What follows belongs to an exercise in optimizing a design on an open flow for small area and a short achievable clock period; a production flow would make more cautious choices. In this exercise RTL edits were held to simulation tests only and were not proved equivalent to the original. Power figures rest on the tool's default switching activity, not on a simulated workload.

## flow/config.mk

```make
export PLATFORM = sky130hd
export DESIGN_NAME = stream_fifo
export DESIGN_NICKNAME = stream_fifo
export VERILOG_FILES = /design/flow/design.v
export SDC_FILE = /design/flow/constraint.sdc
export NUM_CORES = 4
export LEC_CHECK = 0
export ABC_CLOCK_PERIOD_IN_PS = 2000
export CAP_MARGIN = 20
export CORE_MARGIN = 2
export CORE_UTILIZATION = 40
export CTS_CLUSTER_DIAMETER = 80
export CTS_CLUSTER_SIZE = 28
export SETUP_SLACK_MARGIN = 2.5
export SLEW_MARGIN = 20
```

## flow/constraint.sdc

```tcl
create_clock -name core_clock -period 5.0 [get_ports {clock}]
set_input_delay 1.0000 -clock core_clock [delete_from_list [all_inputs] [get_ports {clock}]]
set_output_delay 1.0000 -clock core_clock [all_outputs]
set_load 0.01 [all_outputs]
```

## flow/design.v

```verilog
package stream_fifo_pkg;
  localparam int PHASE_BITS = 3;
endpackage
module stream_fifo #(
  parameter int WIDTH = 16,
  parameter int DEPTH = 256
) (
  input  logic                       clock,
  input  logic                       reset,
  input  logic [WIDTH-1:0]           in_data,
  input  logic                       in_valid,
  output logic                       in_ready,
  output logic [WIDTH-1:0]           out_data,
  output logic                       out_valid,
  input  logic                       out_ready,
  output logic [$clog2(DEPTH):0]     count,
  output logic                       full,
  output logic                       empty
);
  localparam int AW    = $clog2(DEPTH);
  localparam int CW    = AW + 1;
  localparam int PW    = stream_fifo_pkg::PHASE_BITS;
  localparam int NPH   = 1 << PW;
  localparam int LW    = AW - PW;
  localparam int NLOOP = (DEPTH >> PW) - 1;
  logic [PW-1:0]        ph_b;       
  logic [NPH-1:0]       ph_oh;
  logic                 v1;         
  logic [WIDTH-1:0]     p1d;
  logic [AW-1:0]        tw_b;       
  logic [NPH-1:0]       tw_oh;
  logic [AW-1:0]        rh_b;       
  logic [NPH-1:0]       rh_oh;
  logic                 n_lt, n_eq, n_gt;   
  logic                 n_small;            
  logic [LW-1:0]        tw_l, rh_l;         
  logic [NPH*WIDTH-1:0] wd;         
  logic [NPH-1:0]       wv;
  logic [NPH*WIDTH-1:0] rd;         
  logic [NPH-1:0]       rv;         
  logic [NPH-1:0]       sv;         
  logic [WIDTH-1:0]     inj_q;      
  logic [NLOOP-1:0]     inj_sel;    
  logic [NLOOP-1:0]     cap_sel;    
  logic                 fwd_q;      
  logic [WIDTH-1:0]     hq;
  logic                 hv;
  logic                 full_q, empty_q, rdy_q;
  logic [CW-1:0]        cnt_q;
  logic [NLOOP*WIDTH-1:0] tap1;
  genvar gb;
  generate
    for (gb = 0; gb < NLOOP; gb++) begin : g_loop
      logic [NPH*WIDTH-1:0] sh;
      always_ff @(posedge clock) begin
        if (inj_sel[gb])
          sh <= {inj_q, sh[NPH*WIDTH-1:WIDTH]};
        else
          sh <= {sh[WIDTH-1:0], sh[NPH*WIDTH-1:WIDTH]};
      end
      assign tap1[gb*WIDTH +: WIDTH] = sh[2*WIDTH-1:WIDTH];
    end
  endgenerate
  function automatic logic [NPH-1:0] rotl(input logic [NPH-1:0] x, input int k);
    logic [2*NPH-1:0] y;
    y = {x, x} << k;
    rotl = y[2*NPH-1:NPH];
  endfunction
  function automatic logic [WIDTH-1:0] pick_w(input logic [NPH*WIDTH-1:0] v,
                                              input logic [NPH-1:0] oh);
    logic [WIDTH-1:0] acc;
    acc = '0;
    for (int i = 0; i < NPH; i++)
      acc = acc | (v[i*WIDTH +: WIDTH] & {WIDTH{oh[i]}});
    pick_w = acc;
  endfunction
  function automatic logic [NPH-1:0] therm(input logic [NPH-1:0] oh);
    logic [NPH-1:0] t;
    t[0] = oh[0];
    for (int i = 1; i < NPH; i++)
      t[i] = t[i-1] | oh[i];
    therm = t;
  endfunction
  function automatic logic [NLOOP-1:0] rotl_l(input logic [NLOOP-1:0] x, input int k);
    logic [2*NLOOP-1:0] y;
    y = {x, x} << k;
    rotl_l = y[2*NLOOP-1:NLOOP];
  endfunction
  function automatic logic [NLOOP-1:0] dec_loop(input logic [LW-1:0] l);
    dec_loop = NLOOP'(1) << l;
  endfunction
  logic             accept, pop, avail, mv, byp, spec, cap_we;
  logic             lt_n, eq_n, gt_n;
  logic [NPH-1:0]   c_oh;                
  logic [WIDTH-1:0] mv_data, cap_data, tap_data, stg_data;
  assign accept = in_valid && rdy_q;
  assign pop    = hv && out_ready;
  logic [AW-1:0] nst;
  assign nst  = tw_b - rh_b;
  assign lt_n = n_lt;
  assign eq_n = n_eq;
  assign gt_n = n_gt;
  assign avail   = |(rh_oh & rv);
  assign mv      = avail && (!hv || out_ready);
  assign mv_data = pick_w(rd, rh_oh);
  assign byp     = v1 && (lt_n || (eq_n && mv));
  assign c_oh = rotl(ph_oh, 1);
  always_comb begin
    tap_data = '0;
    for (int b = 0; b < NLOOP; b++)
      tap_data = tap_data | (tap1[b*WIDTH +: WIDTH] & {WIDTH{cap_sel[b]}});
  end
  assign stg_data = pick_w(wd, c_oh);
  assign cap_data = fwd_q ? stg_data : tap_data;
  assign spec   = |(c_oh & rh_oh & rv);
  assign cap_we = spec ? (mv && gt_n) : |(c_oh & sv & ~rv);
  logic [PW-1:0]    ph1, ph2, tws;
  logic [NPH-1:0]   i_oh, k_oh;
  logic             i_wr, i_pend;
  logic [WIDTH-1:0] i_data;
  logic [NLOOP-1:0] rhi_oh, twhi_oh, r1hi_oh, sel0, sel1, inj_nx, c_pl;
  logic             h0, h1, c0, c1, ge_c;
  logic [NPH-1:0]   r1_oh;
  assign ph1     = ph_b + PW'(1);
  assign ph2     = ph_b + PW'(2);
  assign tws     = tw_b[PW-1:0];
  assign i_oh    = rotl(ph_oh, 1);
  assign k_oh    = rotl(ph_oh, 2);
  assign rhi_oh  = dec_loop(rh_l);
  assign twhi_oh = dec_loop(tw_l);
  assign i_wr   = v1 && |(i_oh & tw_oh);
  assign i_pend = i_wr || |(i_oh & wv);
  assign i_data = i_wr ? p1d : pick_w(wd, i_oh);
  assign ge_c   = |(i_oh & therm(tw_oh));    
  assign inj_nx = (i_wr || !ge_c) ? twhi_oh : rotl_l(twhi_oh, NLOOP - 1);
  assign h0      = |(k_oh & (rv | (tw_oh & {NPH{v1 && lt_n}})));
  assign h1      = |(k_oh & (rv | (tw_oh & {NPH{v1 && (lt_n || eq_n)}})));
  assign r1_oh   = rotl(rh_oh, 1);
  assign c0      = !(|(k_oh & therm(rh_oh))) || (|(k_oh & rh_oh) && h0);
  assign sel0    = c0 ? rotl_l(rhi_oh, 1) : rhi_oh;
  assign r1hi_oh = r1_oh[0] ? rotl_l(rhi_oh, 1) : rhi_oh;
  assign c1      = !(|(k_oh & therm(r1_oh))) || (|(k_oh & r1_oh) && h1);
  assign sel1    = c1 ? rotl_l(r1hi_oh, 1) : r1hi_oh;
  assign c_pl  = ge_c ? rotl_l(twhi_oh, NLOOP - 1) : twhi_oh;
  assign fwd_q = |(c_oh & wv) && |(cap_sel & c_pl) && n_small;
  always_ff @(posedge clock) begin
    p1d   <= in_data;
    inj_q <= i_data;
    if (mv)
      hq <= mv_data;
    for (int i = 0; i < NPH; i++) begin
      if (v1 && tw_oh[i])
        wd[i*WIDTH +: WIDTH] <= p1d;
      if (byp && tw_oh[i])
        rd[i*WIDTH +: WIDTH] <= p1d;
      else if (cap_we && c_oh[i])
        rd[i*WIDTH +: WIDTH] <= cap_data;
    end
  end
  always_ff @(posedge clock) begin
    if (reset) begin
      ph_b    <= '0;
      ph_oh   <= NPH'(1);
      v1      <= 1'b0;
      tw_b    <= '0;
      tw_oh   <= NPH'(1);
      rh_b    <= '0;
      rh_oh   <= NPH'(1);
      n_lt    <= 1'b1;
      n_small <= 1'b1;
      tw_l    <= '0;
      rh_l    <= '0;
      n_eq    <= 1'b0;
      n_gt    <= 1'b0;
      wv      <= '0;
      rv      <= '0;
      sv      <= '0;
      inj_sel <= '0;
      cap_sel <= '0;
      hv      <= 1'b0;
      cnt_q   <= '0;
      full_q  <= 1'b0;
      empty_q <= 1'b1;
      rdy_q   <= 1'b1;
    end else begin
      ph_b  <= ph1;
      ph_oh <= rotl(ph_oh, 1);
      v1    <= accept;
      if (v1) begin
        tw_b  <= tw_b + AW'(1);
        tw_oh <= rotl(tw_oh, 1);
      end
      if (mv) begin
        rh_b  <= rh_b + AW'(1);
        rh_oh <= rotl(rh_oh, 1);
      end
      if (v1 && tw_oh[NPH-1])
        tw_l <= (tw_l == LW'(NLOOP - 1)) ? '0 : tw_l + LW'(1);
      if (mv && rh_oh[NPH-1])
        rh_l <= (rh_l == LW'(NLOOP - 1)) ? '0 : rh_l + LW'(1);
      if (mv && !v1)
        n_small <= nst < AW'(DEPTH / 2 + 1);
      else if (v1 && !mv)
        n_small <= nst < AW'(DEPTH / 2 - 1);
      if (mv && !v1) begin
        n_lt <= nst < AW'(NPH + 1);
        n_eq <= nst == AW'(NPH + 1);
        n_gt <= nst > AW'(NPH + 1);
      end else if (v1 && !mv) begin
        n_lt <= nst < AW'(NPH - 1);
        n_eq <= nst == AW'(NPH - 1);
        n_gt <= nst > AW'(NPH - 1);
      end
      for (int i = 0; i < NPH; i++) begin
        if (v1 && tw_oh[i])
          wv[i] <= 1'b1;
        else if (ph_oh[i])
          wv[i] <= 1'b0;
        if (byp && tw_oh[i]) begin
          rv[i] <= 1'b1;
          sv[i] <= 1'b1;
        end else if (cap_we && c_oh[i]) begin
          rv[i] <= 1'b1;
          sv[i] <= 1'b1;
        end else if (mv && rh_oh[i]) begin
          rv[i] <= 1'b0;
          sv[i] <= gt_n;
        end
      end
      inj_sel <= i_pend ? inj_nx : '0;
      cap_sel <= mv ? sel1 : sel0;
      hv      <= mv || (hv && !out_ready);
      cnt_q   <= pop ? (accept ? cnt_q : cnt_q - CW'(1)) : (accept ? cnt_q + CW'(1) : cnt_q);
      full_q  <= (cnt_q == CW'(DEPTH - 1) && accept && !pop) || (full_q && !pop);
      rdy_q   <= !((cnt_q == CW'(DEPTH - 1) && accept && !pop) || (full_q && !pop));
      empty_q <= (cnt_q == CW'(1) && pop && !accept) || (empty_q && !accept);
    end
  end
  assign in_ready  = rdy_q;
  assign full      = full_q;
  assign empty     = empty_q;
  assign count     = cnt_q;
  assign out_valid = hv;
  assign out_data  = hq;
endmodule
```

## flow/run.sh

```bash
#!/bin/bash
# synth_recipe.tcl (not shown) runs the flow's synth.tcl, then flattens the netlist and writes it again
# the make line also repeats each setting of config.mk as NAME=value (left out here)
make -C /OpenROAD-flow-scripts/flow DESIGN_CONFIG=/design/flow/config.mk WORK_HOME=/design/flow/orfs CLKGATE_MAP_FILE= SYNTH_SCRIPT=/design/flow/synth_recipe.tcl finish
```

==> notes.md, run 1 <==
status no timing/DRC/antenna violations; layout cells sized above 1 0.194; Via-to-Cell Ratio 4.94; worst clock skew 0.0471 ns; Worst Setup EP rd[81]; DRT iter0 DRCs 5939; Final setup viols 0; Net Sw Power 12.0 mW; critical path type flop to flop; count leader, synth dfxtp_1; Starting Density 0.401; per-cell routed wire length 24.0 um; Post-synth top flop dfxtp_1; post-route setup slack 1.56 ns; top cells by area, synth dfxtp_1, edfxtp_1, mux2_2; P_int 43.8 mW; area grow syn2layout 13.3%; DIE HEIGHT 533 um; static leakage 49.3 nW; global-route wire length before repair 387000 um; CTS root buf clkbuf_16; GR Util All Layers 0.185; area share of the leading cell type in the synthesized netlist 0.744; layout net count 7630; Residual DRC 0; initial antenna violation count 17; HPWL after DPL 154000 um; Switching Fraction 0.215; Core Box Area 279000 um2; htree depth 4; global route overflow 0; Ports 49; Fin. Hold Viols 0; Post-Syn Area 112000 um2; Post-synth EDFFs 272; DIE AREA 284000 um2; setup tns final 0 ns; CTS max path bufs 4; die width 533 um; yosys warns 1; hold_buf cts 0; Final GP Congestion 0.834; Area after DPL 117000 um2; Seq/Total Area, Yosys 0.817; Port Buffer Count 48; Post-synth ARST share 0; origin of the worst setup path tw_oh[0]; # rows 194; Synth top cells by count dfxtp_1, mux2_2, nand2_1, clkbuf_1, edfxtp_1; worst r2r src tw_oh[0]; Clock Pin Slew Worst Setup and Hold Paths 0.10 ns; sequential power share 0.645; DRT Pass-1 Iters 7; reg2reg path depth 11; syn nets 7484; clock group share of total power 0.323; design area 127000 um2; crit path max fanout 7; R2R Setup Slk 1.56 ns; final WL 273000 um; Startpoint Class flop; WHS 0.305 ns; DP Cell Count 11000; Worst Tran Pin Value 1.12 ns; highest ir drop seen on vdd 0.300 mV; slew margin rel. 0.251; largest net degree at the start of global routing 66; vias in the first global route 54800; Post-Synthesis Cells 7437; min Tclk post-route 3.44 ns; Synth area leader dfxtp_1; Fmax achieved 0.291 GHz; maxcap violations 0; worst slack, placed 0.950 ns; RSZ-0062 raised after global routing yes; CTS sink count 4426; worst skew pair latency 0.91 ns; utilization after layout 0.454; FF-to-FF End rd[81]; Post-Layout Cell Count 11300; ANT nets after route 0; CTS tree done; flops & latches, synth 4426; Final Total Pwr 55.8 mW; nature of the critical path endpoint flop; Avg Cell Area, Syn 15.0 um2; Logic pwr share 0.032; Pins Over Slew Limit 0; total CTS buffers 195; critical path data arrival time 4.08 ns; power per cell area 440 nW/um2; hold path depth 0; Yosys cell types 67; Worst EP required 5.64 ns; total number of vias 56000; Worst Hold Class flop to flop; period utilization 0.688
-- logic make-up after synthesis --
| group | Yosys count | synth area share |
|---|---|---|
| flip-flops | 4426 | 0.817 |
| adder cells (fa/ha/maj) | 27 | 0.00309 |
| XOR/XNOR | 22 | 0.00172 |
| buffers and inverters | 449 | 0.0157 |
| AND/OR/NAND/NOR | 1026 | 0.0430 |
| multiplexers | 710 | 0.0695 |
| AO/OA/AOI/OAI | 777 | 0.0496 |
-- final cells by class --
class | count | area (um2)
fillers | 24300 | 152000
flip-flops and latches | 4426 | 91500
multi-input cells | 2579 | 21000
clock buffers | 206 | 5030
well taps | 3724 | 4660
repair buffers | 336 | 3780
clock inverters | 31 | 453
inverters | 44 | 235
repair inverters | 1 | 6.26
diodes | 2 | 5.00
-- critical path, cell delays in order (launching register included) --
cell and delay, ns:
dfxtp_4 0.36, or4_4 0.55, or4_4 0.44, o21ai_4 0.08, nand4_4 0.22, buf_12 0.23
mux2i_4 0.21, a211o_4 0.47, buf_6 0.19, buf_16 0.15, nor3_1 0.21, nor3_1 0.09
-- sequential cells by signal, indices dropped and copies added, names as in the netlist, 9 cells and up --
signal,cells
cnt_q,9
rd,128
hq,16
wd,128
g_loop.sh,3968
cap_sel,31
inj_q,16
inj_sel,31
p1d,16
-- power by group through the flow --
| stage | clock (mW) | sequential [mW] | combinational [mW] |
|---|---|---|---|
| after floorplan | 0 | 36.6 | 0.726 |
| after global placement | 0 | 36.8 | 1.20 |
| after detailed placement | 0 | 36.8 | 1.20 |
| after CTS | 18.4 | 36.0 | 1.49 |
| after global routing | 19.6 | 36.0 | 1.82 |
| final | 18.0 | 36.0 | 1.77 |
-- cell usage in the layout, fill, tap and decap left out, drive strengths merged, types with 7 or more instances in the layout --
master	n
a211o	8
a211oi	28
a21boi	7
a21oi	186
a221oi	72
a222oi	16
a22o	68
a22oi	246
a311oi	23
a31oi	25
and2	7
and3	35
buf	310
clkbuf	212
clkdlybuf4s50	18
clkinv	16
dfxtp	4154
edfxtp	272
ha	26
inv	54
mux2	520
mux2i	189
nand2	376
nand2b	17
nand3	61
nand4	97
nor2	133
nor2b	19
nor3	256
o211ai	19
o21ai	30
o21bai	9
o31a	9
o31ai	9
or3	11
xnor2	15
xor2	7
-- per-layer routing --
metal / vias to the layer above / GRT usage / wire (um)
li1: 25500 / - / -
met1: 27800 / 0.266 / 125000
met2: 2166 / 0.281 / 119000
met3: 560 / 0.0349 / 19400
met4: 2 / 0.0553 / 9320
met5: - / 0 / 13
-- repair_timing --
| item | 4_1_cts | 5_1_grt |
|---|---|---|
| setup buffers | 58 | 45 |
| cloned | 35 | 12 |
| resized for setup | 432 | 267 |
| pin swaps | 104 | 103 |
| setup endpoints to repair | 394 | 313 |
-- worst min path at each step --
stage	from	endpoint	slack (ns)
final	g_loop[18].sh[55]	g_loop[18].sh[39]	0.31
after global routing	g_loop[26].sh[101]	g_loop[26].sh[85]	0.32
after CTS	g_loop[29].sh[86]	g_loop[29].sh[70]	0.31
after detailed placement	g_loop[11].sh[121]	g_loop[11].sh[105]	0.31
after global placement	g_loop[20].sh[119]	g_loop[20].sh[103]	0.31
after floorplan	g_loop[0].sh[116]	g_loop[0].sh[100]	0.31
==> run 2, diff against run 1 <==
--- a/flow/design.v
+++ b/flow/design.v
@@ -113,3 +113,3 @@
   assign stg_data = pick_w(wd, c_oh);
-  assign cap_data = fwd_q ? stg_data : tap_data;
+  assign cap_data = tap_data | (stg_data & {WIDTH{fwd_q}});
   assign spec   = |(c_oh & rh_oh & rv);
@@ -120,3 +120,5 @@
   logic [WIDTH-1:0] i_data;
-  logic [NLOOP-1:0] rhi_oh, twhi_oh, r1hi_oh, sel0, sel1, inj_nx, c_pl;
+  logic [NLOOP-1:0] rhi_oh, twhi_oh, rot1, rot2, sel0, sel1, inj_nx, k_pl;
+  logic             m0, m1, m2;
+  logic             ge_k, k_wr, k_pnd, fwd0, fwd1;
   logic             h0, h1, c0, c1, ge_c;
@@ -139,8 +141,17 @@
   assign c0      = !(|(k_oh & therm(rh_oh))) || (|(k_oh & rh_oh) && h0);
-  assign sel0    = c0 ? rotl_l(rhi_oh, 1) : rhi_oh;
-  assign r1hi_oh = r1_oh[0] ? rotl_l(rhi_oh, 1) : rhi_oh;
   assign c1      = !(|(k_oh & therm(r1_oh))) || (|(k_oh & r1_oh) && h1);
-  assign sel1    = c1 ? rotl_l(r1hi_oh, 1) : r1hi_oh;
-  assign c_pl  = ge_c ? rotl_l(twhi_oh, NLOOP - 1) : twhi_oh;
-  assign fwd_q = |(c_oh & wv) && |(cap_sel & c_pl) && n_small;
+  assign rot1    = rotl_l(rhi_oh, 1);
+  assign rot2    = rotl_l(rhi_oh, 2);
+  assign sel0    = c0 ? rot1 : rhi_oh;
+  assign sel1    = (r1_oh[0] && c1) ? rot2 : (r1_oh[0] || c1) ? rot1 : rhi_oh;
+  assign ge_k  = |(k_oh & therm(tw_oh));    
+  assign k_wr  = v1 && |(k_oh & tw_oh);
+  assign k_pnd = k_wr || |(k_oh & wv);
+  assign k_pl  = (k_wr || !ge_k) ? twhi_oh : rotl_l(twhi_oh, NLOOP - 1);
+  assign m0    = |(rhi_oh & k_pl);
+  assign m1    = |(rot1 & k_pl);
+  assign m2    = |(rot2 & k_pl);
+  assign fwd0  = k_pnd && n_small && (c0 ? m1 : m0);
+  assign fwd1  = k_pnd && n_small &&
+                 ((r1_oh[0] && c1) ? m2 : (r1_oh[0] || c1) ? m1 : m0);
   always_ff @(posedge clock) begin
@@ -153,6 +164,5 @@
         wd[i*WIDTH +: WIDTH] <= p1d;
-      if (byp && tw_oh[i])
-        rd[i*WIDTH +: WIDTH] <= p1d;
-      else if (cap_we && c_oh[i])
-        rd[i*WIDTH +: WIDTH] <= cap_data;
+      if ((byp && tw_oh[i]) || (cap_we && c_oh[i]))
+        rd[i*WIDTH +: WIDTH] <= (v1 && tw_oh[i] && (lt_n || (eq_n && rv[i])))
+                                ? p1d : cap_data;
     end
@@ -179,2 +189,3 @@
       cap_sel <= '0;
+      fwd_q   <= 1'b0;
       hv      <= 1'b0;
@@ -230,3 +241,9 @@
       inj_sel <= i_pend ? inj_nx : '0;
-      cap_sel <= mv ? sel1 : sel0;
+      if (mv) begin
+        cap_sel <= fwd1 ? '0 : sel1;
+        fwd_q   <= fwd1;
+      end else begin
+        cap_sel <= fwd0 ? '0 : sel0;
+        fwd_q   <= fwd0;
+      end
       hv      <= mv || (hv && !out_ready);
==> run 2 against run 1 <==
Compared with the run above: first-iteration DRC count fell by 27%; synthesized cell count fell by 5.8%; clock-buffer cell count rose by 6; clock power barely moved; core utilization rose by 0.23 points; still clean on timing, DRC and antenna; sequential power barely moved; largest cell class unchanged; global-route usage rose by 0.48 points.
==> notes.md, run 2 <==
status no timing/DRC/antenna violations; static leakage 48.3 nW (-2.0%); DRT iter0 DRCs 4360 (-27%); post-route setup slack 1.64 ns (+0.0781 ns); yosys warns 1 (unchanged); maxcap violations 0 (unchanged); per-cell routed wire length 24.6 um (+2.4%); htree depth 4 (unchanged); Yosys cell types 84 (+25%); CP most frequent cell buf_6; Post-synth EDFFs 272 (unchanged); count leader, synth dfxtp_1; worst skew pair latency 0.90 ns (about the same); HPWL after DPL 158000 um (+3.0%); Largest regs g_loop.sh x3968, rd x128, wd x128; Port Buffer Count 48 (unchanged); critical path type flop to flop; Post-Layout Cell Count 11100 (-2.2%); Synth area leader dfxtp_1; CTS root buf clkbuf_16; Starting Density 0.402 (+0.000561); crit path max fanout 7 (unchanged); layout cells sized above 1 0.225 (+0.0305); Post-synth top flop dfxtp_1; Avg Cell Area, Syn 15.8 um2 (+5.3%); crit-path max cell delay 0.39 ns (-0.16 ns); commonest non-fill, non-tap cell in the layout dfxtp_1; vias in the first global route 53400 (-2.5%); Final Total Pwr 54.8 mW (-1.8%); Core Box Area 276000 um2 (-0.86%); Critical Path, Cell by Cell buf_6, ha_4, buf_6, buf_6, or4bb_4, o22ai_1, nor3_2, nand3_1, a2111oi_4, o2111ai_4, buf_6, o41ai_4, buf_6, nor2_4, buf_12, o211ai_1; RSZ-0062 raised after global routing yes; CP delay by family, top compound AO/OA/AOI/OAI gates; area share of the leading cell type in the synthesized netlist 0.750 (+0.00560); die width 531 um (-0.36%); min Tclk post-route 3.36 ns (-0.0781 ns); slew margin rel. 0.346 (+0.0957); multi-input logic area 19600 um2 (-6.4%); WHS 0.295 ns (-0.0104 ns); DP Cell Count 10600 (-3.3%); Ports 49 (unchanged); GR Util All Layers 0.189 (+0.00482); syn nets 7056 (-5.7%); nature of the critical path endpoint flop; total CTS buffers 192 (-1.5%); Synth top cells by count dfxtp_1, mux2_2, clkbuf_1, a22oi_1, edfxtp_1; period utilization 0.672 (-0.0156); largest net degree at the start of global routing 56 (-15%); Top reg by flops g_loop.sh; commonest cells after routing, fill and taps aside dfxtp_1, mux2_2, buf_4; Switching Fraction 0.206 (-0.00831); Fmax achieved 0.298 GHz (+2.3%); DIE AREA 282000 um2 (-0.72%); Via-to-Cell Ratio 4.83 (-2.2%); Pins Over Slew Limit 0 (unchanged); total number of vias 53600 (-4.3%); Fill cells 24000 (-1.5%); Worst Hold Class flop to flop; layout net count 7388 (-3.2%); Clock Pin Slew Worst Setup and Hold Paths 0.10 ns (about the same); DRT Pass-1 Iters 6 (-1); initial antenna violation count 15 (-2); Worst EP required 5.78 ns (+0.14 ns); clock group share of total power 0.326 (+0.003); Net Sw Power 11.3 mW (-5.6%); Final setup viols 0 (unchanged); power per cell area 434 nW/um2 (-1.5%); top cells by area, synth dfxtp_1, edfxtp_1, mux2_2; Post-synth ARST share 0 (unchanged); DIE HEIGHT 531 um (-0.36%); ANT nets after route 0 (unchanged); area grow syn2layout 13.7%; Post-Synthesis Cells 7009 (-5.8%); worst slack, placed 0.839 ns (-0.111 ns); critical path data arrival time 4.14 ns (+0.06 ns); Logic pwr share 0.019 (-0.013); Worst Tran Pin Value 0.980 ns (-0.142 ns); hold_buf cts 0 (unchanged); Register Area 91500 um2 (about the same); Seq/Total Area, Yosys 0.824 (+0.00614); CTS max path bufs 4 (unchanged); global route overflow 0 (unchanged); max reg flops 3968 (unchanged); worst clock skew 0.0546 ns (+0.00745 ns); # rows 193 (-0.52%); slowest CP cell a2111oi_4; Fin. Hold Viols 0 (unchanged); CTS tree done; final WL 273000 um (+0.10%); flops & latches, synth 4427 (+0.023%); Post-Syn Area 111000 um2 (-0.72%); highest ir drop seen on vdd 0.265 mV (-12%); global-route wire length before repair 387000 um (about the same); Final GP Congestion 0.886 (+6.2%); sequential power share 0.655 (+0.010); Worst Path Buf+Inv 6 (+3); P_int 43.5 mW (-0.76%); setup tns final 0 ns (unchanged); Residual DRC 0 (unchanged); CTS sink count 4427 (+0.023%); Startpoint Class flop
==> run 2: worst paths after layout <==
check | start | end | slack (ns) | depth (start not counted)
setup / recovery | tw_l[1] | cap_sel[30] | 1.64 | 16
hold / removal | g_loop[10].sh[54] | g_loop[10].sh[38] | 0.29 | 0
hold reg to reg | g_loop[10].sh[54] | g_loop[10].sh[38] | 0.29 | 0
setup reg to reg | tw_l[1] | cap_sel[30] | 1.64 | 16
==> run 2: area by class of cell <==
| type | count | share of cell area |
|---|---|---|
| Sequential cell | 4427 | 0.726 |
| Multi-Input combinational cell | 2199 | 0.156 |
| Clock buffer | 212 | 0.0394 |
| Timing Repair Buffer | 478 | 0.0376 |
| Tap cell | 3705 | 0.0367 |
| Clock inverter | 22 | 0.00312 |
| Inverter | 43 | 0.00177 |
| Antenna cell | 11 | 0.000218 |
==> run 2: per-layer routing <==
metal / vias up / share of wire / GRT usage
met3: 388 / 0.047 / 0.0242
met4: 0 / 0.027 / 0.0558
li1: 24600 / - / -
met5: - / 0 / 0
met1: 27200 / 0.47 / 0.270
met2: 1395 / 0.45 / 0.301
==> run 2: through the flow <==
| stage | instance area (um2) | utilization |
|---|---|---|
| floorplan | 111000 | - |
| global placement | 116000 | 0.421 |
| detailed placement | 116000 | 0.421 |
| CTS | 125000 | 0.451 |
| global route | 126000 | 0.457 |
| finish | 126000 | 0.457 |
==> run 2: power by group through the flow <==
stage	clock (mW)	combinational, mW	sequential (mW)
after CTS	18.2	0.999	35.9
after detailed placement	0	0.873	36.7
after global routing	19.4	1.11	35.9
final	17.8	1.06	35.9
after global placement	0	0.870	36.7
after floorplan	0	0.533	36.6
==> run 2: cells by family after synthesis <==
kind of cell    after synthesis  share of synthesized area
flops                      4427                      0.824
compound gates              819                     0.0556
mux                         739                     0.0741
simple gates                588                     0.0284
buf+inv                     385                     0.0134
fa+ha+maj                    27                    0.00311
xor+xnor                     24                    0.00189
==> run 2: worst register-to-register path: cells and delay by family (launching register included) <==
family | cells | cell delay (ns)
AOI/OAI and AO/OA | 5 | 1.12
and+or+nand+nor | 4 | 0.72
DFF | 1 | 0.38
adders and majority gates | 1 | 0.17
buffers and inverters | 6 | 0.86
==> run 2: what timing repair did <==
item / 4_1_cts / 5_1_grt
resized for setup: 482 / 180
buffers inserted: 166 / 75
setup endpoints to repair: 405 / 332
pin swaps: 105 / 90
cloned: 7 / 5
==> run 3, diff against run 2 <==
--- a/flow/config.mk
+++ b/flow/config.mk
@@ -10,3 +10,3 @@
 export CORE_MARGIN = 2
-export CORE_UTILIZATION = 40
+export CORE_UTILIZATION = 55
 export CTS_CLUSTER_DIAMETER = 80
==> run 3 against run 2 <==
Compared with the run above: via count down 0.68%; sequential share of layout area up 1.1 points; critical path depth up 1; cell area down 1.5%; sequential power about the same; first-iteration DRC count up 4.6%; clock-buffer cell count down 15; largest power group unchanged; highest routed layer unchanged.
==> notes.md, run 3 <==
critical path type flop to flop; Post-synth top flop dfxtp_1; Synth top cells by count dfxtp_1, mux2_2, clkbuf_1, a22oi_1, edfxtp_1; Port Buffer Count 48 (unchanged); Avg Cell Area, Syn 15.8 um2 (unchanged); Fill cells 15000 (-37%); commonest non-fill, non-tap cell in the layout dfxtp_1; HPWL after DPL 164000 um (+3.4%); largest net degree at the start of global routing 59 (+5.4%); WHS 0.295 ns (+0.000338 ns); vias in the first global route 52100 (-2.5%); Critical Path, Cell by Cell inv_2, ha_4, clkbuf_4, buf_4, buf_4, nand2_1, nor2_2, nand2_1, a211oi_4, a2111oi_4, o2111ai_4, buf_6, o41ai_4, buf_4, nor2_4, clkbuf_16, o211ai_2; Final GP Congestion 0.872 (-1.6%); Ports 49 (unchanged); Register Area 91600 um2 (about the same); total number of vias 53200 (-0.68%); Worst Path Buf+Inv 7 (+1); DIE AREA 205000 um2 (-27%); worst slack, placed 0.792 ns (-0.0476 ns); global-route wire length before repair 383000 um (-1.0%); Clock Pin Slew Worst Setup and Hold Paths 0.10 ns (about the same); GR Util All Layers 0.262 (+0.0725); area grow syn2layout 12.1%; DIE HEIGHT 453 um (-15%); # rows 164 (-15%); Final setup viols 0 (unchanged); htree depth 4 (unchanged); Post-Syn Area 111000 um2 (unchanged); Post-synth ARST share 0 (unchanged); layout net count 7313 (-1.0%); multi-input logic area 19800 um2 (+0.64%); area share of the leading cell type in the synthesized netlist 0.750 (unchanged); Area after DPL 115000 um2 (-1.3%); Worst Tran Pin Value 1.16 ns (+0.183 ns); RSZ-0062 raised after global routing yes; DRT Pass-1 Iters 7 (+1); worst r2r src rh_l[0]; Top reg by flops g_loop.sh; per-cell routed wire length 27.4 um (+11%); period utilization 0.688 (+0.0159); Final Total Pwr 54.6 mW (-0.33%); crit-path max cell delay 0.44 ns (+0.05 ns); status no timing/DRC/antenna violations; crit path max fanout 9 (+2); Hold Startpoint g_loop[21].sh[121]; commonest cells after routing, fill and taps aside dfxtp_1, mux2_2, edfxtp_1; syn nets 7056 (unchanged); FF-to-FF End cap_sel[15]; highest ir drop seen on vdd 0.420 mV (+59%); Startpoint Class flop; Synth area leader dfxtp_1; worst skew pair latency 0.88 ns (-0.02 ns); CTS max path bufs 3 (-1); nature of the critical path endpoint flop; design area 124000 um2 (-1.5%); Post-synth EDFFs 272 (unchanged); critical path data arrival time 4.16 ns (+0.02 ns); count leader, synth dfxtp_1; max reg flops 3968 (unchanged); yosys warns 1 (unchanged); top cells by area, synth dfxtp_1, edfxtp_1, mux2_2; ANT nets after route 0 (unchanged); post-route setup slack 1.56 ns (-0.0795 ns); worst clock skew 0.0644 ns (+0.00980 ns); slowest CP cell nor2_2; min Tclk post-route 3.44 ns (+0.0795 ns); Worst Hold Class flop to flop; flops & latches, synth 4427 (unchanged); DRT iter0 DRCs 4561 (+4.6%); maxcap violations 0 (unchanged); origin of the worst setup path rh_l[0]; Starting Density 0.554 (+0.153); hold path depth 0 (unchanged); Largest regs g_loop.sh x3968, rd x128, wd x128; layout cells sized above 1 0.222 (-0.00273); initial antenna violation count 14 (-1); static leakage 47.9 nW (-0.91%); Via-to-Cell Ratio 5.34 (+11%); Pins Over Slew Limit 0 (unchanged); total CTS buffers 184 (-4.2%); Residual DRC 0 (unchanged); CTS root buf clkbuf_16; Seq/Total Area, Yosys 0.824 (unchanged); Yosys cell types 84 (unchanged); power per cell area 439 nW/um2 (+1.2%); CP delay by family, top buffers and inverters; Post-Synthesis Cells 7009 (unchanged); Worst EP required 5.72 ns (-0.06 ns); Hold EP g_loop[21].sh[105]; hold_buf cts 0 (unchanged); slew margin rel. 0.223 (-0.123); final WL 273000 um (about the same); CTS sink count 4427 (unchanged); CP most frequent cell buf_4; R2R Setup Slk 1.56 ns (-0.08 ns); global route overflow 0 (unchanged); Core Box Area 200000 um2 (-28%); CTS tree done; reg2reg path depth 17 (+1); die width 453 um (-15%); Fmax achieved 0.291 GHz (-2.3%); setup tns final 0 ns (unchanged); Fin. Hold Viols 0 (unchanged)
run 3: cell counts after synthesis:
Identical to the previous run, type by type.
run 3: where the power goes:
group | internal [mW] | switching [mW]
Combinational | 0.433 | 0.716
Sequential | 35.7 | 0.163
Clock | 7.11 | 10.4
run 3: worst max path at each step:
stage,cells after the start,end,slack (ns)
6_report,17,cap_sel[15],1.56
5_1_grt,16,cap_sel[10],1.52
4_1_cts,13,cap_sel[4],1.71
3_5_place_dp,13,cap_sel[0],0.79
3_3_place_gp,13,cap_sel[3],0.79
2_1_floorplan,13,cap_sel[6],1.79
run 3: stage by stage:
step | util | instances
after CTS | 0.614 | 9898
final | 0.621 | 9968
after detailed placement | 0.574 | 9533
after floorplan | - | 7009
after global routing | 0.621 | 9963
after global placement | 0.574 | 9533
run 3: what timing repair did:
item | 4_1_cts | 5_1_grt
endpoints found under the setup margin | 404 | 336
resized for setup | 469 | 202
setup buffers | 134 | 54
pin swaps | 100 | 90
gates cloned | 6 | 8
run 3: cell type report:
type                       count  share of cell area
clock inverter                28             0.00360
sequential                  4427               0.736
tap                         2656              0.0267
timing repair buffer         412              0.0337
inverter                      43             0.00167
antenna                        7            0.000141
timing repair inverter         1           0.0000704
multi-input combinational   2197               0.159
clock buffer                 197              0.0387
run 3: worst register-to-register path: cells and delay by family, from the launching register on:
family	cells	cell delay, ns
fa+ha+maj	1	0.19
flops	1	0.38
buf+inv	7	1.08
compound gates	5	0.63
simple gates	4	1.05
run 3: cell families (layout without fill, tap and decap cells):
logic type / after synthesis / count (layout) / synth area share
AO/OA/AOI/OAI: 819 / 819 / 0.0556
flip-flops: 4427 / 4427 / 0.824
XOR/XNOR: 24 / 24 / 0.00189
multiplexers: 739 / 739 / 0.0741
buffers and inverters: 385 / 681 / 0.0134
AND/OR/NAND/NOR: 588 / 588 / 0.0284
adder cells (fa/ha/maj): 27 / 27 / 0.00311
other: 0 / 7 / 0
run 3: metal layers:
metal / vias up / share of wire / track usage
met5: - / 0 / 0
met4: 0 / 0.030 / 0.0765
met3: 374 / 0.045 / 0.0321
met2: 1396 / 0.44 / 0.400
met1: 26900 / 0.48 / 0.392
li1: 24600 / - / -
==> run 4, diff against run 3 <==
--- a/flow/design.v
+++ b/flow/design.v
@@ -36,2 +36,3 @@
   logic [LW-1:0]        tw_l, rh_l;         
+  logic [LW-1:0]        dl;                 
   logic [NPH*WIDTH-1:0] wd;         
@@ -120,3 +121,4 @@
   logic [WIDTH-1:0] i_data;
-  logic [NLOOP-1:0] rhi_oh, twhi_oh, rot1, rot2, sel0, sel1, inj_nx, k_pl;
+  logic [NLOOP-1:0] rhi_oh, twhi_oh, rot1, rot2, sel0, sel1, inj_nx;
+  logic             kd;
   logic             m0, m1, m2;
@@ -149,6 +151,6 @@
   assign k_pnd = k_wr || |(k_oh & wv);
-  assign k_pl  = (k_wr || !ge_k) ? twhi_oh : rotl_l(twhi_oh, NLOOP - 1);
-  assign m0    = |(rhi_oh & k_pl);
-  assign m1    = |(rot1 & k_pl);
-  assign m2    = |(rot2 & k_pl);
+  assign kd    = !k_wr && ge_k;
+  assign m0    = kd ? (dl == LW'(1)) : (dl == LW'(0));
+  assign m1    = kd ? (dl == LW'(2)) : (dl == LW'(1));
+  assign m2    = kd ? (dl == LW'(3)) : (dl == LW'(2));
   assign fwd0  = k_pnd && n_small && (c0 ? m1 : m0);
@@ -181,2 +183,3 @@
       tw_l    <= '0;
+      dl      <= '0;
       rh_l    <= '0;
@@ -211,2 +214,6 @@
         rh_l <= (rh_l == LW'(NLOOP - 1)) ? '0 : rh_l + LW'(1);
+      if ((v1 && tw_oh[NPH-1]) && !(mv && rh_oh[NPH-1]))
+        dl <= (dl == LW'(NLOOP - 1)) ? '0 : dl + LW'(1);
+      else if (!(v1 && tw_oh[NPH-1]) && (mv && rh_oh[NPH-1]))
+        dl <= (dl == '0) ? LW'(NLOOP - 1) : dl - LW'(1);
       if (mv && !v1)
--- a/flow/config.mk
+++ b/flow/config.mk
@@ -10,3 +10,3 @@
 export CORE_MARGIN = 2
-export CORE_UTILIZATION = 55
+export CORE_UTILIZATION = 40
 export CTS_CLUSTER_DIAMETER = 80
==> run 4 against run 3 <==
Compared with the run above: cell area is 1.5% lower; non-clock buffer count is 120 lower; clock power grew 2%; largest cell class unchanged.
==> notes.md, run 4 <==
status no timing/DRC/antenna violations; Core Box Area 271000 um2 (+36%); Final Total Pwr 54.8 mW (+0.42%); slowest CP cell or4_4; Worst EP required 5.80 ns (+0.08 ns); Clock Pin Slew Worst Setup and Hold Paths 0.10 ns (about the same); count leader, synth dfxtp_1; Ports 49 (unchanged); utilization after layout 0.451 (-0.170); yosys warns 1 (unchanged); Avg Cell Area, Syn 16.0 um2 (+1.0%); top cells by area, synth dfxtp_1, edfxtp_1, mux2_2; Critical Path, Cell by Cell or4_4, o31ai_4, or4b_4, and3_4, o2111a_1, nor4_4, buf_6, buf_12, clkbuf_16, a22oi_1, o21ai_1; Residual DRC 0 (unchanged); area grow syn2layout 12.0% (about the same); area share of the leading cell type in the synthesized netlist 0.761 (+0.0116); Post-Synthesis Cells 6840 (-2.4%); Fin. Hold Viols 0 (unchanged); Starting Density 0.403 (-0.152); CTS max path bufs 3 (unchanged); Seq/Total Area, Yosys 0.836 (+0.0126); worst slack, placed 1.01 ns (+0.223 ns); DP Cell Count 10300 (+7.7%); CTS root buf clkbuf_16; worst skew pair latency 0.90 ns (+0.02 ns); global-route wire length before repair 359000 um (-6.2%); CTS tree done; setup tns final 0 ns (unchanged); Synth area leader dfxtp_1; Startpoint Class flop; Post-synth EDFFs 272 (unchanged); HPWL after DPL 149000 um (-8.7%); Post-synth top flop dfxtp_1; # rows 191 (+16%); crit-path max cell delay 0.55 ns (+0.11 ns); R2R Setup Slk 2.06 ns (+0.50 ns); syn nets 6892 (-2.3%); global route overflow 0 (unchanged); Via-to-Cell Ratio 4.76 (-11%); period utilization 0.587 (-0.101); htree depth 4 (unchanged); Fill cells 23500 (+56%); highest ir drop seen on vdd 0.349 mV (-17%); Synth top cells by count dfxtp_1, mux2_2, a22oi_1, edfxtp_1, clkbuf_1; crit path max fanout 7 (-2); commonest non-fill, non-tap cell in the layout dfxtp_1; commonest cells after routing, fill and taps aside dfxtp_1, mux2_2, a22oi_1; static leakage 47.3 nW (-1.2%); DIE AREA 278000 um2 (+35%); Fmax achieved 0.341 GHz (+17%); die width 527 um (+16%); GR Util All Layers 0.178 (-0.0840); largest net degree at the start of global routing 63 (+6.8%); Post-Syn Area 109000 um2 (-1.4%); Port Buffer Count 48 (unchanged); Top reg by flops g_loop.sh; CP delay by family, top simple AND/OR/NAND/NOR gates; critical path data arrival time 3.73 ns (-0.43 ns); worst clock skew 0.0719 ns (+0.00750 ns); CTS sink count 4432 (+0.11%); ANT nets after route 0 (unchanged); vias in the first global route 49800 (-4.4%); DIE HEIGHT 527 um (+16%); Final setup viols 0 (unchanged); total CTS buffers 188 (+2.2%); layout net count 7081 (-3.2%); Pins Over Slew Limit 0 (unchanged); initial antenna violation count 19 (+5); Post-Layout Cell Count 10700 (+6.9%); Post-synth ARST share 0 (unchanged); final WL 252000 um (-7.7%); hold_buf cts 0 (unchanged); min Tclk post-route 2.94 ns (-0.504 ns); max reg flops 3968 (unchanged); Worst Tran Pin Value 1.15 ns (-0.00995 ns); total number of vias 50700 (-4.7%); DRT Pass-1 Iters 8 (+1); Largest regs g_loop.sh x3968, rd x128, wd x128; post-route setup slack 2.06 ns (+0.504 ns); per-cell routed wire length 23.7 um (-14%); layout cells sized above 1 0.196 (-0.0257); Yosys cell types 76 (-9.5%); slew margin rel. 0.230 (+0.00665); DRT iter0 DRCs 4169 (-8.6%); Final GP Congestion 0.863 (-1.0%); flops & latches, synth 4432 (+0.11%); Worst Hold Class flop to flop; Worst Path Buf+Inv 3 (-4); critical path type flop to flop; RSZ-0062 raised after global routing yes; nature of the critical path endpoint flop; maxcap violations 0 (unchanged); power per cell area 447 nW/um2 (+1.9%)
==> run 4: cell types whose count changed after synthesis, moves of 13 or more <==
| cell | before | now |
|---|---|---|
| clkbuf_1 | 308 | 252 |
| nand4_1 | 107 | 94 |
| o211ai_2 | 20 | 0 |
| mux2i_1 | 86 | 44 |
| nand4b_1 | 19 | 3 |
| a21oi_1 | 126 | 86 |
| nand3_1 | 29 | 48 |
| a22oi_1 | 291 | 316 |
| o2111ai_1 | 34 | 2 |
| o21ai_0 | 43 | 66 |
| nand2_1 | 110 | 163 |
==> run 4: path summary, 6_finish.rpt <==
check                       to              start  depth (start not counted)
max                cap_sel[23]           tw_oh[0]                         11
min          g_loop[15].sh[16]  g_loop[15].sh[32]                          0
max reg2reg        cap_sel[23]           tw_oh[0]                         11
min reg2reg  g_loop[15].sh[16]  g_loop[15].sh[32]                          0
==> run 4: through the flow <==
step	hold slack (ns)	cell area, um2
floorplan	0.310	109000
global placement	0.309	114000
detailed placement	0.312	114000
CTS	0.303	122000
global route	0.302	122000
finish	0.308	122000
==> run 4: repair_timing <==
action                                  CTS  global route
endpoints found under the setup margin  410           330
resized for setup                       405           128
gates cloned                             14             1
buffers inserted                        106            18
pin swaps                                71            46
==> run 4: worst reg2reg max path: stages (launching register included) <==
cell and delay (ns):
dfxtp_4 0.35, or4_4 0.55, o31ai_4 0.19, or4b_4 0.53, and3_4 0.21, o2111a_1 0.27, nor4_4 0.15, buf_6 0.17
buf_12 0.12, clkbuf_16 0.15, a22oi_1 0.08, o21ai_1 0.09
==> run 4: logic make-up after synthesis <==
group                    count (synthesis)  share of synthesized area
AO/OA/AOI/OAI                          749                     0.0503
XOR/XNOR                                24                    0.00192
adder cells (fa/ha/maj)                 32                    0.00373
buffers and inverters                  351                     0.0130
flip-flops                            4432                      0.836
multiplexers                           686                     0.0701
AND/OR/NAND/NOR                        566                     0.0248
==> run 4: report_power, final <==
| part | switching (mW) | internal (mW) | total, mW | leakage [nW] |
|---|---|---|---|---|
| sequential | 0.186 | 35.8 | 36.0 | 36.0 |
| clock | 10.7 | 7.24 | 17.9 | 2.68 |
| combinational | 0.556 | 0.352 | 0.907 | 8.63 |
| total | 11.4 | 43.4 | 54.8 | 47.3 |
==> run 4: per-layer routing <==
metal / up-vias / track usage / routed length, um
li1: 23500 / - / -
met1: 25400 / 0.255 / 118000
met2: 1340 / 0.281 / 113000
met3: 377 / 0.0252 / 13300
met4: 2 / 0.0475 / 7650
met5: - / 0 / 184
==> run 4: cell type report <==
| cell class | count | area, um2 | share of cell area |
|---|---|---|---|
| sequential | 4432 | 91600 | 0.748 |
| multi-input combinational | 2058 | 17500 | 0.143 |
| clock buffer | 199 | 4780 | 0.0390 |
| tap | 3570 | 4470 | 0.0365 |
| timing repair buffer | 292 | 2990 | 0.0244 |
| clock inverter | 42 | 767 | 0.00626 |
| inverter | 48 | 328 | 0.00268 |
| timing repair inverter | 9 | 86.3 | 0.000705 |
| antenna | 7 | 17.5 | 0.000143 |
==> run 5, diff against run 4 <==
--- a/flow/design.v
+++ b/flow/design.v
@@ -33,4 +33,5 @@
   logic [NPH-1:0]       rh_oh;
-  logic                 n_lt, n_eq, n_gt;   
-  logic                 n_small;            
+  logic                 big;                
+  logic                 dl_0, dl_1;         
+  logic                 tge_q, seq_q;       
   logic [LW-1:0]        tw_l, rh_l;         
@@ -98,7 +99,9 @@
   assign pop    = hv && out_ready;
-  logic [AW-1:0] nst;
-  assign nst  = tw_b - rh_b;
-  assign lt_n = n_lt;
-  assign eq_n = n_eq;
-  assign gt_n = n_gt;
+  logic n_small;
+  logic [NPH-1:0] tw_n_oh;
+  assign n_small  = !big;
+  assign lt_n = !big && ((dl_0 && tge_q) || (dl_1 && !tge_q));
+  assign eq_n = !big && dl_1 && seq_q;
+  assign tw_n_oh = v1 ? rotl(tw_oh, 1) : tw_oh;
+  assign gt_n = !lt_n && !eq_n;
   assign avail   = |(rh_oh & rv);
@@ -180,4 +183,7 @@
       rh_oh   <= NPH'(1);
-      n_lt    <= 1'b1;
-      n_small <= 1'b1;
+      big     <= 1'b0;
+      dl_0    <= 1'b1;
+      tge_q   <= 1'b1;
+      seq_q   <= 1'b1;
+      dl_1    <= 1'b0;
       tw_l    <= '0;
@@ -185,4 +191,2 @@
       rh_l    <= '0;
-      n_eq    <= 1'b0;
-      n_gt    <= 1'b0;
       wv      <= '0;
@@ -214,18 +218,21 @@
         rh_l <= (rh_l == LW'(NLOOP - 1)) ? '0 : rh_l + LW'(1);
-      if ((v1 && tw_oh[NPH-1]) && !(mv && rh_oh[NPH-1]))
+      if (mv) begin
+        tge_q <= |(tw_n_oh & therm(rotl(rh_oh, 1)));
+        seq_q <= |(tw_n_oh & rotl(rh_oh, 1));
+      end else begin
+        tge_q <= |(tw_n_oh & therm(rh_oh));
+        seq_q <= |(tw_n_oh & rh_oh);
+      end
+      if ((v1 && tw_oh[NPH-1]) && !(mv && rh_oh[NPH-1])) begin
         dl <= (dl == LW'(NLOOP - 1)) ? '0 : dl + LW'(1);
-      else if (!(v1 && tw_oh[NPH-1]) && (mv && rh_oh[NPH-1]))
+        dl_0 <= dl == LW'(NLOOP - 1);
+        dl_1 <= dl == '0;
+        if (dl == LW'((NLOOP - 1) / 2))
+          big <= 1'b1;
+      end else if (!(v1 && tw_oh[NPH-1]) && (mv && rh_oh[NPH-1])) begin
         dl <= (dl == '0) ? LW'(NLOOP - 1) : dl - LW'(1);
-      if (mv && !v1)
-        n_small <= nst < AW'(DEPTH / 2 + 1);
-      else if (v1 && !mv)
-        n_small <= nst < AW'(DEPTH / 2 - 1);
-      if (mv && !v1) begin
-        n_lt <= nst < AW'(NPH + 1);
-        n_eq <= nst == AW'(NPH + 1);
-        n_gt <= nst > AW'(NPH + 1);
-      end else if (v1 && !mv) begin
-        n_lt <= nst < AW'(NPH - 1);
-        n_eq <= nst == AW'(NPH - 1);
-        n_gt <= nst > AW'(NPH - 1);
+        dl_0 <= dl == LW'(1);
+        dl_1 <= dl == LW'(2);
+        if (dl == LW'((NLOOP + 1) / 2))
+          big <= 1'b0;
       end
==> run 5 against run 4 <==
Compared with the run above: combinational power increased by 6.9%; synthesized area decreased by 1.3%; setup slack better by 0.15 ns; clock-buffer cell count decreased by 3; still clean; non-clock buffer count grew 77; highest routed layer is now met4.
==> notes.md, run 5 <==
Post-synth top flop dfxtp_1; yosys warns 1 (unchanged); Pins Over Slew Limit 0 (unchanged); Largest regs g_loop.sh x3968, rd x128, wd x128; Area after DPL 113000 um2 (-1.1%); mux cell area share after synthesis 0.0756 (+0.00543); CTS tree done; FF-to-FF End cap_sel[30]; Post-Syn Area 108000 um2 (-1.3%); DIE HEIGHT 523 um (-0.65%); origin of the worst setup path rh_oh[1]; count leader, synth dfxtp_1; CTS root buf clkbuf_16; Fin. Hold Viols 0 (unchanged); CTS max path bufs 3 (unchanged); top cells by area, synth dfxtp_1, edfxtp_1, mux2_2; Worst EP required 5.75 ns (-0.05 ns); design area 122000 um2 (-0.48%); status no timing/DRC/antenna violations; GR Util All Layers 0.176 (-0.00185); htree depth 4 (unchanged); Critical Path, Cell by Cell buf_12, or4_4, a211oi_2, o211ai_1, o22a_2, o32a_4, nand4_4, buf_12, o22ai_4; largest net degree at the start of global routing 45 (-29%); global route overflow 0 (unchanged); layout net count 6884 (-2.8%); setup tns final 0 ns (unchanged); Synth top cells by count dfxtp_1, mux2_2, a22oi_1, edfxtp_1, clkbuf_1; Seq/Total Area, Yosys 0.845 (+0.00837); slowest CP cell or4_4; total CTS buffers 184 (-2.1%); Post-Synthesis Cells 6565 (-4.0%); DIE AREA 274000 um2 (-1.3%); Clock Pin Slew Worst Setup and Hold Paths 0.10 ns (about the same); hold_buf cts 0 (unchanged); Worst Hold Class flop to flop; layout cells sized above 1 0.215 (+0.0189); Post-synth ARST share 0 (unchanged); die width 523 um (-0.65%); nature of the critical path endpoint flop; area grow syn2layout 12.9%; DRT iter0 DRCs 4857 (+17%); Worst path depth 9 (-2); Core Box Area 268000 um2 (-1.2%); critical path data arrival time 3.54 ns (-0.19 ns); Startpoint Class flop; maxcap violations 0 (unchanged); R2R Setup Slk 2.22 ns (+0.15 ns); slew margin rel. 0.240 (+0.00995); HPWL after DPL 150000 um (+0.37%); Fmax achieved 0.359 GHz (+5.5%); period utilization 0.556 (-0.0307); static leakage 47.0 nW (-0.68%); XOR/XNOR Fraction of Synth Area 0.000812 (-0.00111); WHS 0.298 ns (-0.0106 ns); Worst Path Buf+Inv 2 (-1); Top reg by flops g_loop.sh; Residual DRC 0 (unchanged); critical path type flop to flop; flops & latches, synth 4417 (-0.34%); post-synthesis compound-gate area fraction 0.0445 (-0.00579); largest family of logic cells by synthesized area multiplexers; Port Buffer Count 48 (unchanged); min Tclk post-route 2.78 ns (-0.154 ns); Worst Tran Pin Value 1.14 ns (-0.0149 ns); Post-synth EDFFs 272 (unchanged); vias in the first global route 48000 (-3.4%); crit-path max cell delay 0.51 ns (-0.04 ns); Final Total Pwr 54.2 mW (-1.1%); RSZ-0062 raised after global routing yes; commonest non-fill, non-tap cell in the layout dfxtp_1; Via-to-Cell Ratio 4.75 (-0.14%); crit path max fanout 8 (+1); hold path depth 0 (unchanged); Yosys cell types 72 (-5.3%); worst skew pair latency 0.88 ns (-0.02 ns); DRT Pass-1 Iters 7 (-1); Avg Cell Area, Syn 16.4 um2 (+2.8%); CTS sink count 4417 (-0.34%); area share of the leading cell type in the synthesized netlist 0.769 (+0.00737); commonest cells after routing, fill and taps aside dfxtp_1, mux2_2, edfxtp_1; CP most frequent cell buf_12; reg2reg path depth 9 (-2); worst r2r src rh_oh[1]; syn nets 6607 (-4.1%); Ports 49 (unchanged); simple-gate area share of the yosys netlist 0.0201 (-0.00464); max reg flops 3968 (unchanged); final WL 247000 um (-2.1%); Final GP Congestion 0.874 (+1.3%); # rows 190 (-0.52%); highest ir drop seen on vdd 0.344 mV (-1.6%); Final setup viols 0 (unchanged); ANT nets after route 0 (unchanged); CP delay by family, top compound AO/OA/AOI/OAI gates; Synth area leader dfxtp_1; power per cell area 445 nW/um2 (-0.61%); global-route wire length before repair 347000 um (-3.5%); worst clock skew 0.0452 ns (-0.0267 ns); Starting Density 0.402 (about the same); Worst Setup EP cap_sel[30]; total number of vias 49600 (-2.1%); initial antenna violation count 23 (+4); per-cell routed wire length 23.6 um (about the same); Synth Area in Adders 0.00255 (-0.00118)
[run 5: kinds of logic after synthesis]
group	count (synthesis)
flops	4417
mux	732
compound gates	635
simple gates	423
buf+inv	326
fa+ha+maj	22
xor+xnor	10
[run 5: power breakdown]
group | switching, mW | internal, mW
Sequential | 0.143 | 35.6
Clock | 10.4 | 7.04
Combinational | 0.589 | 0.381
Total | 11.1 | 43.1
[run 5: layout make-up]
type,instances,area (um2)
repair inverters,5,28.8
diodes,7,17.5
flip-flops and latches,4417,91300
fillers,23100,146000
repair buffers,369,3700
multi-input cells,1825,16900
well taps,3552,4440
inverters,40,224
clock buffers,196,4730
clock inverters,33,543
[run 5: worst min path at each step]
stage / end / startpoint
after floorplan: g_loop[0].sh[100] / g_loop[0].sh[116]
after global placement: g_loop[17].sh[77] / g_loop[17].sh[93]
after detailed placement: g_loop[10].sh[20] / g_loop[10].sh[36]
after CTS: g_loop[29].sh[56] / g_loop[29].sh[72]
after global routing: g_loop[3].sh[26] / g_loop[3].sh[42]
final: g_loop[29].sh[56] / g_loop[29].sh[72]
[run 5: layer usage]
layer  share of wire  GRT usage
met5               0          0
met4           0.028     0.0501
met3           0.056     0.0267
met2            0.45      0.275
met1            0.47      0.254
[run 5: through the flow]
stage	std cells	setup slack (ns)	util
2_1_floorplan	6565	2.43	-
3_3_place_gp	10000	1.10	0.420
3_5_place_dp	10000	1.02	0.421
4_1_cts	10400	2.28	0.450
5_1_grt	10400	2.15	0.455
6_report	10400	2.22	0.455
[run 5: timing repair]
| item | CTS | global route |
|---|---|---|
| gates resized for setup | 451 | 154 |
| pin swaps | 83 | 59 |
| buffers inserted | 137 | 53 |
| gates cloned | 10 | 4 |
| endpoints found under the setup margin | 415 | 306 |
==> run 6, diff against run 5 <==
--- a/flow/design.v
+++ b/flow/design.v
@@ -36,2 +36,3 @@
   logic                 tge_q, seq_q;       
+  logic                 gec_q, gek_q;       
   logic [LW-1:0]        tw_l, rh_l;         
@@ -140,3 +141,3 @@
   assign i_data = i_wr ? p1d : pick_w(wd, i_oh);
-  assign ge_c   = |(i_oh & therm(tw_oh));    
+  assign ge_c   = gec_q;                    
   assign inj_nx = (i_wr || !ge_c) ? twhi_oh : rotl_l(twhi_oh, NLOOP - 1);
@@ -151,3 +152,3 @@
   assign sel1    = (r1_oh[0] && c1) ? rot2 : (r1_oh[0] || c1) ? rot1 : rhi_oh;
-  assign ge_k  = |(k_oh & therm(tw_oh));    
+  assign ge_k  = gek_q;                     
   assign k_wr  = v1 && |(k_oh & tw_oh);
@@ -186,2 +187,4 @@
       tge_q   <= 1'b1;
+      gec_q   <= 1'b1;
+      gek_q   <= 1'b1;
       seq_q   <= 1'b1;
@@ -218,2 +221,4 @@
         rh_l <= (rh_l == LW'(NLOOP - 1)) ? '0 : rh_l + LW'(1);
+      gec_q <= |(rotl(ph_oh, 2) & therm(tw_n_oh));
+      gek_q <= |(rotl(ph_oh, 3) & therm(tw_n_oh));
       if (mv) begin
==> run 6 against run 5 <==
Compared with the run above: still clean; die area grew 0.16%; first-iteration DRC count shrank 11%; fmax grew 1.4%; worst hold slack gained 0.00075 ns; register-to-register slack gained 0.04 ns; non-clock buffer count grew 30; clock skew grew 0.0052 ns; sequential power is essentially flat; largest power group unchanged; highest routed layer is now met5.
==> notes.md, run 6 <==
power per cell area 443 nW/um2 (-0.45%); worst skew pair latency 0.90 ns (+0.02 ns); Via-to-Cell Ratio 4.72 (-0.60%); worst clock skew 0.0504 ns (+0.00521 ns); status no timing/DRC/antenna violations; vias in the first global route 48600 (+1.2%); per-cell routed wire length 23.6 um (about the same); multi-input logic area 17200 um2 (+1.7%); CTS sink count 4419 (+0.045%); Post-synth EDFFs 272 (unchanged); Worst Tran Pin Value 1.20 ns (+0.0594 ns); # rows 190 (unchanged); nature of the critical path endpoint flop; global route overflow 0 (unchanged); critical path type flop to flop; Worst EP required 5.63 ns (-0.12 ns); die width 524 um (about the same); period utilization 0.549 (-0.00742); Seq/Total Area, Yosys 0.844 (-0.000979); critical path data arrival time 3.38 ns (-0.16 ns); Post-Syn Area 108000 um2 (+0.16%); largest net degree at the start of global routing 48 (+6.7%); Top reg by flops g_loop.sh; Fmax achieved 0.364 GHz (+1.4%); CTS root buf clkbuf_16; Fill cells 22800 (-1.3%); count leader, synth dfxtp_1; Post-synth ARST share 0 (unchanged); Port Buffer Count 48 (unchanged); Largest regs g_loop.sh x3968, rd x128, wd x128; Starting Density 0.403 (about the same); Register Area 91400 um2 (about the same); crit path max fanout 8 (unchanged); area grow syn2layout 13.4%; commonest cells after routing, fill and taps aside dfxtp_1, mux2_2, edfxtp_1; htree depth 4 (unchanged); final WL 248000 um (+0.54%); flops & latches, synth 4419 (+0.045%); Core Box Area 268000 um2 (about the same); setup tns final 0 ns (unchanged); Post-Synthesis Cells 6597 (+0.49%); slew margin rel. 0.200 (-0.0396); Ports 49 (unchanged); DIE AREA 274000 um2 (+0.16%); CTS max path bufs 3 (unchanged); RSZ-0062 raised after global routing yes; Synth top cells by count dfxtp_1, mux2_2, a22oi_1, edfxtp_1, clkbuf_1; syn nets 6639 (+0.48%); Clock Pin Slew Worst Setup and Hold Paths 0.10 ns (about the same); GR Util All Layers 0.177 (+0.000942); Avg Cell Area, Syn 16.4 um2 (-0.33%); ANT nets after route 0 (unchanged); area share of the leading cell type in the synthesized netlist 0.768 (-0.000858); layout net count 6942 (+0.84%); R2R Setup Slk 2.26 ns (+0.04 ns); global-route wire length before repair 351000 um (+1.2%); top cells by area, synth dfxtp_1, edfxtp_1, mux2_2; Yosys cell types 71 (-1.4%); initial antenna violation count 10 (-57%); commonest non-fill, non-tap cell in the layout dfxtp_1; Pins Over Slew Limit 0 (unchanged); DRT iter0 DRCs 4307 (-11%); CTS tree done; maxcap violations 0 (unchanged); max reg flops 3968 (unchanged); DRT Pass-1 Iters 5 (-2); Final setup viols 0 (unchanged); static leakage 47.5 nW (+1.2%); yosys warns 1 (unchanged); total CTS buffers 184 (unchanged); Worst Hold Class flop to flop; Residual DRC 0 (unchanged); Synth area leader dfxtp_1; WHS 0.298 ns (+0.000753 ns); HPWL after DPL 148000 um (-1.2%); Final GP Congestion 0.843 (-3.6%); layout cells sized above 1 0.223 (+0.00779); Fin. Hold Viols 0 (unchanged); min Tclk post-route 2.74 ns (-0.0371 ns); Startpoint Class flop; DIE HEIGHT 524 um (about the same); Post-synth top flop dfxtp_1; hold_buf cts 0 (unchanged); highest ir drop seen on vdd 0.424 mV (+23%); total number of vias 49600 (-0.066%)
run 6: changes by cell type after synthesis, sizes merged, moves of 6 or more:
| cell | delta |
|---|---|
| a21o | +9 |
| a21oi | +18 |
| a22o | -8 |
| and2 | -13 |
| buf | +9 |
| clkbuf | -10 |
| mux2 | -7 |
| mux2i | -29 |
| nor2 | +56 |
| o21ai | -6 |
| o22ai | -28 |
| o31a | -6 |
| o32ai | +28 |
run 6: power by group:
| part | switching, mW | internal, mW | total, mW |
|---|---|---|---|
| registers | 0.159 | 35.6 | 35.8 |
| clock network | 10.5 | 6.98 | 17.5 |
| logic | 0.559 | 0.415 | 0.974 |
run 6: area by class of cell:
cell class | instances | share of cell area
inverter | 38 | 0.00175
multi-input combinational | 1855 | 0.140
timing repair inverter | 3 | 0.000133
clock inverter | 31 | 0.00413
timing repair buffer | 399 | 0.0339
sequential | 4419 | 0.745
tap | 3552 | 0.0362
antenna | 3 | 0.0000612
clock buffer | 200 | 0.0386
run 6: stage by stage:
| stage | util | total power, mW | instance area, um2 | cells | setup slack (ns) |
|---|---|---|---|---|---|
| 2_1_floorplan | - | 36.9 | 108000 | 6597 | 2.41 |
| 3_3_place_gp | 0.421 | 37.3 | 113000 | 10100 | 1.01 |
| 3_5_place_dp | 0.421 | 37.3 | 113000 | 10100 | 1.01 |
| 4_1_cts | 0.452 | 54.5 | 121000 | 10400 | 2.32 |
| 5_1_grt | 0.457 | 55.9 | 123000 | 10500 | 2.18 |
| 6_report | 0.457 | 54.3 | 123000 | 10500 | 2.26 |
run 6: metal layers:
metal	vias to the layer above	GRT usage	wire length, um
met2	1291	0.278	110000
li1	22900	-	-
met1	25000	0.253	118000
met3	403	0.0226	10900
met4	2	0.0595	8880
met5	-	0	13
run 6: cell families (layout without fill, tap and decap cells):
| kind of cell | Yosys count | count (layout) | share of synthesized area |
|---|---|---|---|
| XOR/XNOR | 14 | 14 | 0.00113 |
| buffers and inverters | 323 | 671 | 0.0119 |
| other | 0 | 3 | 0 |
| AO/OA/AOI/OAI | 646 | 646 | 0.0472 |
| AND/OR/NAND/NOR | 477 | 477 | 0.0216 |
| adder cells (fa/ha/maj) | 22 | 22 | 0.00255 |
| flip-flops | 4419 | 4419 | 0.844 |
| multiplexers | 696 | 696 | 0.0720 |
run 6: critical path, stage by stage, from the launching register on:
cell and delay, ns:
dfxtp_4 0.41, buf_6 0.15, a22o_1 0.23, a221oi_2 0.27, nand4_1 0.48, a2111o_2 0.64
mux2_4 0.30
run 6: path summary, 6_finish.rpt:
kind                      from           endpoint  cells after the start
max                cap_sel[19]            rd[109]                      6
min          g_loop[16].sh[89]  g_loop[16].sh[73]                      0
max reg2reg        cap_sel[19]            rd[109]                      6
min reg2reg  g_loop[16].sh[89]  g_loop[16].sh[73]                      0
run 6: what timing repair did:
item,CTS,global route
gates cloned,22,2
buffers inserted,132,60
gates resized for setup,549,162
endpoints found under the hold margin,0,0
endpoints found under the setup margin,416,278
pin swaps,82,53

## afterwards: timing with drivers on the ports
The flow's constraints put no driver on any port. The routed layouts listed below were extracted and timed again, unchanged, in two steps.
Step 1, drivers: a clkbuf_16 drives clock and a buf_2 each remaining input, both assumed.
Step 2 adds t to the input delays and takes it off the output delays; t is the mean of the earliest and latest rising clock arrival at the registers after step 1. Input paths then give back, and output paths get back, about the clock's delay inside the block.
Slacks: ideal / step 1 / step 2; pairs: ideal / step 1.
run | t, ns | setup WS [ns] | hold slack, ns | latest minus earliest clock arrival (ns) | pins driven straight from the clock port
run 1 | 0.974 | 1.562 / 1.562 / 1.466 | 0.305 / 0.305 / 0.305 | 0.065 / 0.064 | 1
run 2 | 0.969 | 1.640 / 1.640 / 1.535 | 0.295 / 0.295 / 0.295 | 0.063 / 0.063 | 1
run 3 | 0.941 | 1.561 / 1.561 / 1.561 | 0.295 / 0.295 / 0.295 | 0.065 / 0.064 | 1
run 4 | 0.954 | 2.064 / 2.064 / 1.732 | 0.308 / 0.308 / 0.308 | 0.072 / 0.072 | 1
run 5 | 0.939 | 2.218 / 2.218 / 1.642 | 0.298 / 0.298 / 0.298 | 0.072 / 0.072 | 1
run 6 | 0.954 | 2.255 / 2.255 / 1.781 | 0.298 / 0.298 / 0.298 | 0.075 / 0.075 | 1
After both steps setup and hold are still met in every run listed. The setup slack of run 5, which loses most, moves by 0.000 ns with the drivers and by -0.576 ns with both steps.
